From an optimization exercise on the open Yosys and OpenROAD flow, aimed at small area, a short achievable clock period and few clock cycles; shortcuts taken in it are not production practice.
Where RTL was checked, it was by simulation tests only, not by an equivalence proof against the original.
Power figures rest on the tool's default switching activity, not on a simulated workload.

Design cic_decim, start of the top module:
module cic_decim #(
  parameter int unsigned IN_W       = 16,
  parameter int unsigned OUT_W      = 16,
  parameter int unsigned STAGES     = 4,
  parameter int unsigned RATE       = 125,
  parameter int unsigned DIFF_DELAY = 1,
  parameter int unsigned CHANNELS   = 2,
  parameter int unsigned CH_W       = cic_decim_pkg::cic_ch_w(CHANNELS)
) (
  input  logic             clk,
  input  logic             reset_n,
  input  logic [IN_W-1:0]  in_data,
  input  logic [CH_W-1:0]  in_channel,
  input  logic             in_valid,
  output logic             in_ready,
  input  logic [1:0]       in_error,
  input  logic             in_startofpacket,
  input  logic             in_endofpacket,
  output logic [OUT_W-1:0] out_data,
  output logic [CH_W-1:0]  out_channel,
  output logic             out_valid,
  input  logic             out_ready,
  output logic [1:0]       out_error,
  output logic             out_startofpacket,
  output logic             out_endofpacket
);
For scale: roughly 810 flip-flops, ~48 I/O pins, about 31000 um2 of cells after synthesis.
export LEC_CHECK = 0
export CAP_MARGIN = 20
export CORE_MARGIN = 2
export CORE_UTILIZATION = 55
export CTS_BUF_LIST = sky130_fd_sc_hd__clkbuf_16
export CTS_CLUSTER_DIAMETER = 90
export CTS_CLUSTER_SIZE = 30
export SLEW_MARGIN = 20
create_clock -name core_clock -period 18.0 [get_ports {clk}]
standard.sh (not shown) runs the stock make flow with config.mk's settings and CLKGATE_MAP_FILE= SYNTH_SCRIPT=/design/flow/synth_recipe.tcl, a recipe that flattens the netlist after the stock synthesis.
==> flow/flow/run.sh <==
#!/bin/bash
# Layout flow: the standard layout (standard.sh, ORFS from synthesis to the final layout)
# with three changes:
# * the buffers that ORFS puts on every input and output port are buf_2 cells (ORFS otherwise
#   picks its own, slow buffer cell for them);
# * clock tree synthesis inserts no dummy loads;
# * repair_timing works towards a setup slack of 13.2 ns, so it speeds up the paths that would
#   otherwise stay slower than the port paths.
# make's full output (every tool it runs) goes to flow.log in the work folder; ORFS keeps each
# step's own log under orfs/logs/.
set -euo pipefail
export BUFFER_PORTS_ARGS="-buffer_cell sky130_fd_sc_hd__buf_2"
export SETUP_SLACK_MARGIN=13.2
export CTS_ARGS="-sink_clustering_enable -repair_clock_nets -buf_list sky130_fd_sc_hd__clkbuf_16 -sink_clustering_size 30 -sink_clustering_max_diameter 90 -dont_use_dummy_load"
bash standard.sh > flow.log 2>&1
The baseline finished with timing, DRC and antenna clean.
Rerun with:
--- a/flow/design.v
+++ b/flow/design.v
@@ -158,23 +158,18 @@
   assign cons_n = ld ? (in_valid && sel_cons) : cons_h;
   assign isd_n  = ld ? (in_valid && sel_isd) : isd_h;
   logic [W-1:0] xg, ag, bg, cg, a_new, b_new, c_new, d_new;
   assign xg = go_q ? {{(W-IN_W){id[IN_W-1]}}, id} : '0;
   assign ag = go_q ? s0_a : '0;
   assign bg = p2 ? s1_b : '0;
   assign cg = p2 ? s1_c : '0;
-  logic [W-1:0] bs, bc, ds, dc;
-  assign bs = s0_b ^ ag ^ xg;
-  assign bc = {((s0_b[W-2:0] & ag[W-2:0]) | (s0_b[W-2:0] & xg[W-2:0]) | (ag[W-2:0] & xg[W-2:0])), 1'b0};
-  assign ds = s1_d ^ cg ^ bg;
-  assign dc = {((s1_d[W-2:0] & cg[W-2:0]) | (s1_d[W-2:0] & bg[W-2:0]) | (cg[W-2:0] & bg[W-2:0])), 1'b0};
-  cic_bk_add #(.N(W)) u_add_a (.a(s0_a), .b(xg), .s(a_new));
-  cic_bk_add #(.N(W)) u_add_b (.a(bs), .b(bc), .s(b_new));
-  cic_bk_add #(.N(W)) u_add_c (.a(s1_c), .b(bg), .s(c_new));
-  cic_bk_add #(.N(W)) u_add_d (.a(ds), .b(dc), .s(d_new));
+  assign a_new = s0_a + xg;
+  assign b_new = s0_b + ag + xg;
+  assign c_new = s1_c + bg;
+  assign d_new = s1_d + cg + bg;
   logic [3:0][1:0] y;            
   logic [3:1] br_n;
   always_comb begin
     y[0] = (hd == cch) ? s0_w[2*kb[4:0] +: 2] : s1_w[2*kb[4:0] +: 2];
     for (int i = 1; i <= 3; i++) begin
       {br_n[i], y[i]} = {1'b0, y[i-1]} - {1'b0, dr[i-1][0]} - {2'b00, br[i]};
     end
@@ -269,35 +264,7 @@
   assign out_valid         = out_valid_q;
   assign out_data          = out_data_q;
   assign out_channel       = out_ch_q;
   assign out_error         = out_err_q;
   assign out_startofpacket = out_sop_q;
   assign out_endofpacket   = out_ch_q;
 endmodule
-module cic_bk_add #(
-  parameter int N = 44
-) (
-  input  logic [N-1:0] a,
-  input  logic [N-1:0] b,
-  output logic [N-1:0] s
-);
-  logic [N-1:0] g, p, p0;
-  always_comb begin
-    g  = a & b;
-    p  = a ^ b;
-    p0 = p;
-    for (int l = 0; (1 << l) < N; l++) begin
-      for (int i = (2 << l) - 1; i < N; i += (2 << l)) begin
-        g[i] = g[i] | (p[i] & g[i - (1 << l)]);
-        p[i] = p[i] & p[i - (1 << l)];
-      end
-    end
-    for (int l = 4; l >= 0; l--) begin
-      for (int i = 3 * (1 << l) - 1; i < N; i += (2 << l)) begin
-        g[i] = g[i] | (p[i] & g[i - (1 << l)]);
-        p[i] = p[i] & p[i - (1 << l)];
-      end
-    end
-    s[0] = p0[0];
-    for (int i = 1; i < N; i++) s[i] = p0[i] ^ g[i-1];
-  end
-endmodule
The changed run finished clean.
Die area went up by 4.3%.
Sequential power went up by about 7%.
Critical path depth does not change.
Design area went up by 2.2%.
Setup slack improves by 0.023 ns.
Worst hold slack improves by 0.030 ns.
Synthesized cell count went up by 13%.
Utilization went down by 1.5 points.
Power went up by 8.8%.
Testbench counts after the change, summed over its fixed seeds: cycles 80,584.
The RTL of the first run of this note was laid out without a check of its function.


P:
The RTL this note starts from:
==> flow/design.v <==
package cic_decim_pkg;
  typedef enum logic [0:0] {
    ErrUpstream = 1'b0,
    ErrSequence = 1'b1
  } cic_err_bit_e;
  function automatic integer cic_growth(input integer rate, input integer m, input integer n);
    reg [127:0] prod;
    integer     i, b;
    begin
      prod = 128'd1;
      for (i = 0; i < n; i = i + 1) prod = prod * rate * m;
      cic_growth = 0;
      for (b = 0; b < 128; b = b + 1) if ((128'd1 << b) < prod) cic_growth = b + 1;
    end
  endfunction
  function automatic integer cic_ch_w(input integer channels);
    cic_ch_w = (channels > 1) ? $clog2(channels) : 1;
  endfunction
  localparam int unsigned DefW    = 16 + cic_growth(125, 1, 4);
  localparam int unsigned DefChW  = cic_ch_w(2);
endpackage
module cic_comb_chain #(
  parameter int unsigned W          = 44,
  parameter int unsigned STAGES     = 4,
  parameter int unsigned DIFF_DELAY = 1
) (
  input  logic [W-1:0]                           x,
  input  logic [STAGES*DIFF_DELAY-1:0][W-1:0]    dly,
  output logic [W-1:0]                           y,
  output logic [STAGES*DIFF_DELAY-1:0][W-1:0]    dly_next
);
  always_comb begin
    logic [W-1:0] stage_in;
    stage_in = x;
    for (int s = 0; s < STAGES; s++) begin
      dly_next[s*DIFF_DELAY] = stage_in;
      for (int j = 1; j < DIFF_DELAY; j++) dly_next[s*DIFF_DELAY+j] = dly[s*DIFF_DELAY+j-1];
      stage_in = stage_in - dly[s*DIFF_DELAY+DIFF_DELAY-1];
    end
    y = stage_in;
  end
endmodule
module cic_decim #(
  parameter int unsigned IN_W       = 16,
  parameter int unsigned OUT_W      = 16,
  parameter int unsigned STAGES     = 4,
  parameter int unsigned RATE       = 125,
  parameter int unsigned DIFF_DELAY = 1,
  parameter int unsigned CHANNELS   = 2,
  parameter int unsigned CH_W       = cic_decim_pkg::cic_ch_w(CHANNELS)
) (
  input  logic             clk,
  input  logic             reset_n,
  input  logic [IN_W-1:0]  in_data,
  input  logic [CH_W-1:0]  in_channel,
  input  logic             in_valid,
  output logic             in_ready,
  input  logic [1:0]       in_error,
  input  logic             in_startofpacket,
  input  logic             in_endofpacket,
  output logic [OUT_W-1:0] out_data,
  output logic [CH_W-1:0]  out_channel,
  output logic             out_valid,
  input  logic             out_ready,
  output logic [1:0]       out_error,
  output logic             out_startofpacket,
  output logic             out_endofpacket
);
  localparam int unsigned W    = IN_W + cic_decim_pkg::cic_growth(RATE, DIFF_DELAY, STAGES);
  localparam int unsigned PH_W = $clog2(RATE);
  logic unused_eop;
  assign unused_eop = in_endofpacket;
  logic [1:0]      rst_sh;       
  logic            clr_dly;      
  logic [6:0]      pos;          
  logic            in_ready_q;
  logic            iv;           
  logic            go_q;         
  logic            cons_q;       
  logic            isd_q;        
  logic            exp_ch;
  logic [1:0][PH_W-1:0] ph;
  logic [1:0]      ph123, ph124;  
  logic [1:0][1:0] err;
  logic [1:0]      pend;         
  logic            older;        
  logic            act;          
  logic            pch;          
  logic [3:1]      br;           
  logic            p2, dmp;      
  logic            dz;           
  logic            out_valid_q;
  logic [IN_W-1:0] id;
  logic            che, sok, algn;
  logic [1:0]      ierr;
  logic [W-1:0]    s0_a, s0_b, s0_c, s0_d, s0_w;
  logic [W-1:0]    s1_a, s1_b, s1_c, s1_d, s1_w;
  logic [2:0][91:0] dr;          
  logic [1:0][1:0] res_err;
  logic [OUT_W-1:0] out_data_q;
  logic            out_ch_q, out_sop_q;
  logic [1:0]      out_err_q;
  logic clr_int, hd;
  logic [6:0] kb;                
  logic       cch;               
  assign clr_int = rst_sh[1];
  assign hd      = pos[0];
  assign kb      = cch ? pos - 7'd46 : pos;
  logic start, sch, order_ok, step, last;
  assign sch      = (pos == 7'd46);    
  assign order_ok = !pend[~sch] || (older == sch);
  assign start    = !act && (pos == 7'd0 || pos == 7'd46) && pend[sch] && order_ok && !out_valid_q;
  assign step     = start || act;
  assign cch      = act ? pch : sch;
  assign last     = act && (kb == 7'(W - 1));
  logic exp_ch_n, ld, iv_n, che_in, che_n, sok_n, algn_n, go_n, cons_n, isd_n;
  logic [1:0] pend_n, ph123_n, ph124_n, blk_n;
  logic [1:0][PH_W-1:0] ph_n;
  always_comb begin
    exp_ch_n = go_q ? ~che : exp_ch;
    ph_n = ph;
    if (go_q) ph_n[che] = isd_q ? '0 : ph[che] + PH_W'(1);
    pend_n = pend;
    if (last) pend_n[pch] = 1'b0;
    if (dz) pend_n[hd] = 1'b1;
    for (int c = 0; c < 2; c++) begin
      ph123_n[c] = (ph_n[c] == PH_W'(RATE - 2));
      ph124_n[c] = (go_q && che == c) ? (!isd_q && ph123[c]) : ph124[c];
      blk_n[c]   = pend_n[c] && ph124_n[c];
    end
  end
  logic [2:0] go_p, cons_p, isd_p;    
  logic       go_h, cons_h, isd_h, sel_go, sel_cons, sel_isd;
  always_comb begin
    go_p[0]   = hd && !blk_n[0];
    cons_p[0] = go_p[0];
    isd_p[0]  = go_p[0] && ph124_n[0];
    go_p[1]   = !exp_ch_n && hd && !blk_n[0];
    cons_p[1] = exp_ch_n || (hd && !blk_n[0]);
    isd_p[1]  = go_p[1] && ph124_n[0];
    go_p[2]   = exp_ch_n && !hd && !blk_n[1];
    cons_p[2] = !exp_ch_n || (!hd && !blk_n[1]);
    isd_p[2]  = go_p[2] && ph124_n[1];
    go_h   = iv && sok && !algn && !blk_n[che];
    cons_h = iv && (!sok || (!algn && !blk_n[che]));
    isd_h  = go_h && ph124_n[che];
    sel_go   = in_startofpacket ? go_p[0]   : (in_channel ? go_p[2]   : go_p[1]);
    sel_cons = in_startofpacket ? cons_p[0] : (in_channel ? cons_p[2] : cons_p[1]);
    sel_isd  = in_startofpacket ? isd_p[0]  : (in_channel ? isd_p[2]  : isd_p[1]);
  end
  assign ld     = !iv || cons_q;           
  assign iv_n   = ld ? in_valid : iv;
  assign che_in = in_startofpacket ? 1'b0 : in_channel;
  assign che_n  = ld ? che_in : che;
  assign sok_n  = ld ? (in_startofpacket || (in_channel == exp_ch_n)) : sok;
  assign algn_n = ld ? (che_in != hd) : !algn;
  assign go_n   = ld ? (in_valid && sel_go) : go_h;
  assign cons_n = ld ? (in_valid && sel_cons) : cons_h;
  assign isd_n  = ld ? (in_valid && sel_isd) : isd_h;
  logic [W-1:0] xg, ag, bg, cg, a_new, b_new, c_new, d_new;
  assign xg = go_q ? {{(W-IN_W){id[IN_W-1]}}, id} : '0;
  assign ag = go_q ? s0_a : '0;
  assign bg = p2 ? s1_b : '0;
  assign cg = p2 ? s1_c : '0;
  assign a_new = s0_a + xg;
  assign b_new = s0_b + ag + xg;
  assign c_new = s1_c + bg;
  assign d_new = s1_d + cg + bg;
  logic [3:0] y;                 
  logic [3:1] br_n;
  always_comb begin
    y[0] = (hd == cch) ? s0_w[kb[5:0]] : s1_w[kb[5:0]];
    for (int i = 1; i <= 3; i++) begin
      y[i]    = y[i-1] ^ dr[i-1][0] ^ br[i];
      br_n[i] = (!y[i-1] && (dr[i-1][0] || br[i])) || (dr[i-1][0] && br[i]);
    end
  end
  always_ff @(posedge clk or negedge reset_n) begin
    if (!reset_n) begin
      rst_sh      <= 2'b11;
      clr_dly     <= 1'b1;
      pos         <= '0;
      iv          <= 1'b0;
      go_q        <= 1'b0;
      cons_q      <= 1'b0;
      isd_q       <= 1'b0;
      exp_ch      <= 1'b0;
      ph          <= '0;
      ph123       <= '0;
      ph124       <= '0;
      err         <= '0;
      pend        <= '0;
      older       <= 1'b0;
      act         <= 1'b0;
      pch         <= 1'b0;
      br          <= '0;
      p2          <= 1'b0;
      dmp         <= 1'b0;
      dz          <= 1'b0;
      out_valid_q <= 1'b0;
    end else begin
      rst_sh     <= {rst_sh[0], 1'b0};
      if (pos == 7'd91) clr_dly <= 1'b0;
      pos        <= (pos == 7'd91) ? 7'd0 : pos + 7'd1;
      iv         <= iv_n;
      go_q       <= go_n;
      cons_q     <= cons_n;
      isd_q      <= isd_n;
      exp_ch     <= exp_ch_n;
      ph         <= ph_n;
      ph123      <= ph123_n;
      ph124      <= ph124_n;
      pend       <= pend_n;
      if (dz) older <= (pend[~hd] && !(last && pch == ~hd)) ? ~hd : hd;
      if (go_q) begin
        err[che] <= isd_q ? 2'b00 : (err[che] | ierr);
      end else if (cons_q) begin
        err[exp_ch][1] <= 1'b1;
      end
      p2   <= go_q;
      dmp  <= isd_q;
      dz   <= dmp;
      if (start) begin
        act <= 1'b1;
        pch <= sch;
      end else if (last) begin
        act <= 1'b0;
      end
      if (step) br <= last ? '0 : br_n;
      if (last) out_valid_q <= 1'b1;
      else if (out_ready) out_valid_q <= 1'b0;
    end
  end
  always_ff @(posedge clk) begin
    in_ready_q <= ld ? (!in_valid || sel_cons) : (!iv || cons_h);
    if (ld) begin
      id   <= in_data;
      ierr <= in_error;
    end
    che  <= che_n;
    sok  <= sok_n;
    algn <= algn_n;
    if (isd_q) res_err[che] <= err[che] | ierr;
    s1_a <= a_new;
    s1_b <= b_new;
    s1_c <= clr_int ? '0 : s0_c;
    s1_d <= (dz || clr_int) ? '0 : s0_d;
    s1_w <= dz ? s0_d : s0_w;
    s0_a <= clr_int ? '0 : s1_a;
    s0_b <= clr_int ? '0 : s1_b;
    s0_c <= c_new;
    s0_d <= d_new;
    s0_w <= s1_w;
    for (int i = 0; i < 3; i++) begin
      dr[i] <= {(step ? y[i] : (dr[i][0] && !clr_dly)), dr[i][91:1]};
    end
    if (step && kb >= 7'(W - OUT_W)) out_data_q <= {y[3], out_data_q[OUT_W-1:1]};
    if (last) begin
      out_ch_q   <= pch;
      out_sop_q  <= !pch;
      out_err_q  <= res_err[pch];
    end
  end
  assign in_ready          = in_ready_q;
  assign out_valid         = out_valid_q;
  assign out_data          = out_data_q;
  assign out_channel       = out_ch_q;
  assign out_error         = out_err_q;
  assign out_startofpacket = out_sop_q;
  assign out_endofpacket   = out_ch_q;
endmodule
Settings: LEC_CHECK=0, CAP_MARGIN=20, CORE_MARGIN=2, CORE_UTILIZATION=60, CTS_BUF_LIST=sky130_fd_sc_hd__clkbuf_16, CTS_CLUSTER_DIAMETER=90, CTS_CLUSTER_SIZE=30, SLEW_MARGIN=20; clock period 18.0 ns.
Scripts as last shown in full above: flow/flow/run.sh
Per the final summary, P finished and its layout is clean on timing, DRC and antenna.
Testbench counts of P, summed over its fixed seeds: cycles 80,944.
## Diff of input files: Q against P
--- a/flow/design.v
+++ b/flow/design.v
@@ -155,20 +155,20 @@
   assign sok_n  = ld ? (in_startofpacket || (in_channel == exp_ch_n)) : sok;
   assign algn_n = ld ? (che_in != hd) : !algn;
   assign go_n   = ld ? (in_valid && sel_go) : go_h;
   assign cons_n = ld ? (in_valid && sel_cons) : cons_h;
   assign isd_n  = ld ? (in_valid && sel_isd) : isd_h;
   logic [W-1:0] xg, ag, bg, cg, a_new, b_new, c_new, d_new;
-  assign xg = go_q ? {{(W-IN_W){id[IN_W-1]}}, id} : '0;
-  assign ag = go_q ? s0_a : '0;
-  assign bg = p2 ? s1_b : '0;
-  assign cg = p2 ? s1_c : '0;
+  assign xg    = go_q ? {{(W-IN_W){id[IN_W-1]}}, id} : '0;
   assign a_new = s0_a + xg;
-  assign b_new = s0_b + ag + xg;
+  assign ag    = go_q ? a_new : '0;
+  assign b_new = s0_b + ag;
+  assign bg    = p2 ? s1_b : '0;
   assign c_new = s1_c + bg;
-  assign d_new = s1_d + cg + bg;
+  assign cg    = p2 ? c_new : '0;
+  assign d_new = s1_d + cg;
   logic [3:0] y;                 
   logic [3:1] br_n;
   always_comb begin
     y[0] = (hd == cch) ? s0_w[kb[5:0]] : s1_w[kb[5:0]];
     for (int i = 1; i <= 3; i++) begin
       y[i]    = y[i-1] ^ dr[i-1][0] ^ br[i];
Results
Looking at the reports, Q completed the entire flow and the layout it produced met the timing, DRC and antenna checks. Clock network power essentially unchanged between P and Q. For the effective utilization at floorplan, Q came in 0.67 points lower than P did. Max worst endpoint data arrival time across Q and P: Q. Going from P to Q, clock network fraction of design power higher, post-synthesis xor/xnor area fraction rose by 0.36 points.
For Q, only the layout was checked, not whether the RTL still works.

[afterwards: timing with drivers on the ports]
The results above use ideal ports. As a check the final layouts listed here were re-extracted and re-timed, cells and wires unchanged. Step 1 (the two cells are an assumption about what drives the block):
set clk [get_ports {clk}]
set_driving_cell -lib_cell sky130_fd_sc_hd__clkbuf_16 $clk
set_driving_cell -lib_cell sky130_fd_sc_hd__buf_2 [delete_from_list [all_inputs] $clk]
Step 2 also shifts input and output timing later by t, the mid clock arrival at the registers, as if the neighbouring blocks saw the same clock. Three values: ideal, step 1, step 2; two values: the first two.
| run | t, ns | setup slack, ns | worst setup path after step 2 | clock arrival spread, ns | cell pins on the clock port's net |
|---|---|---|---|---|---|
| the first run of note 1 | 0.611 | 13.213 / 13.155 / 13.066 | input to register | 0.088 / 0.089 | 1 |
| the second run of note 1 | 0.615 | 13.236 / 13.177 / 13.132 | input to register | 0.087 / 0.087 | 1 |
| P | 0.623 | 13.248 / 13.189 / 13.031 | input to register | 0.054 / 0.054 | 1 |
| Q | 0.630 | 12.674 / 12.674 / 12.674 | register to register | 0.066 / 0.066 | 1 |
After both steps every run listed still meets setup and hold. For P, which loses most, drivers alone change the setup slack by -0.059 ns; drivers and shift together by -0.217 ns.
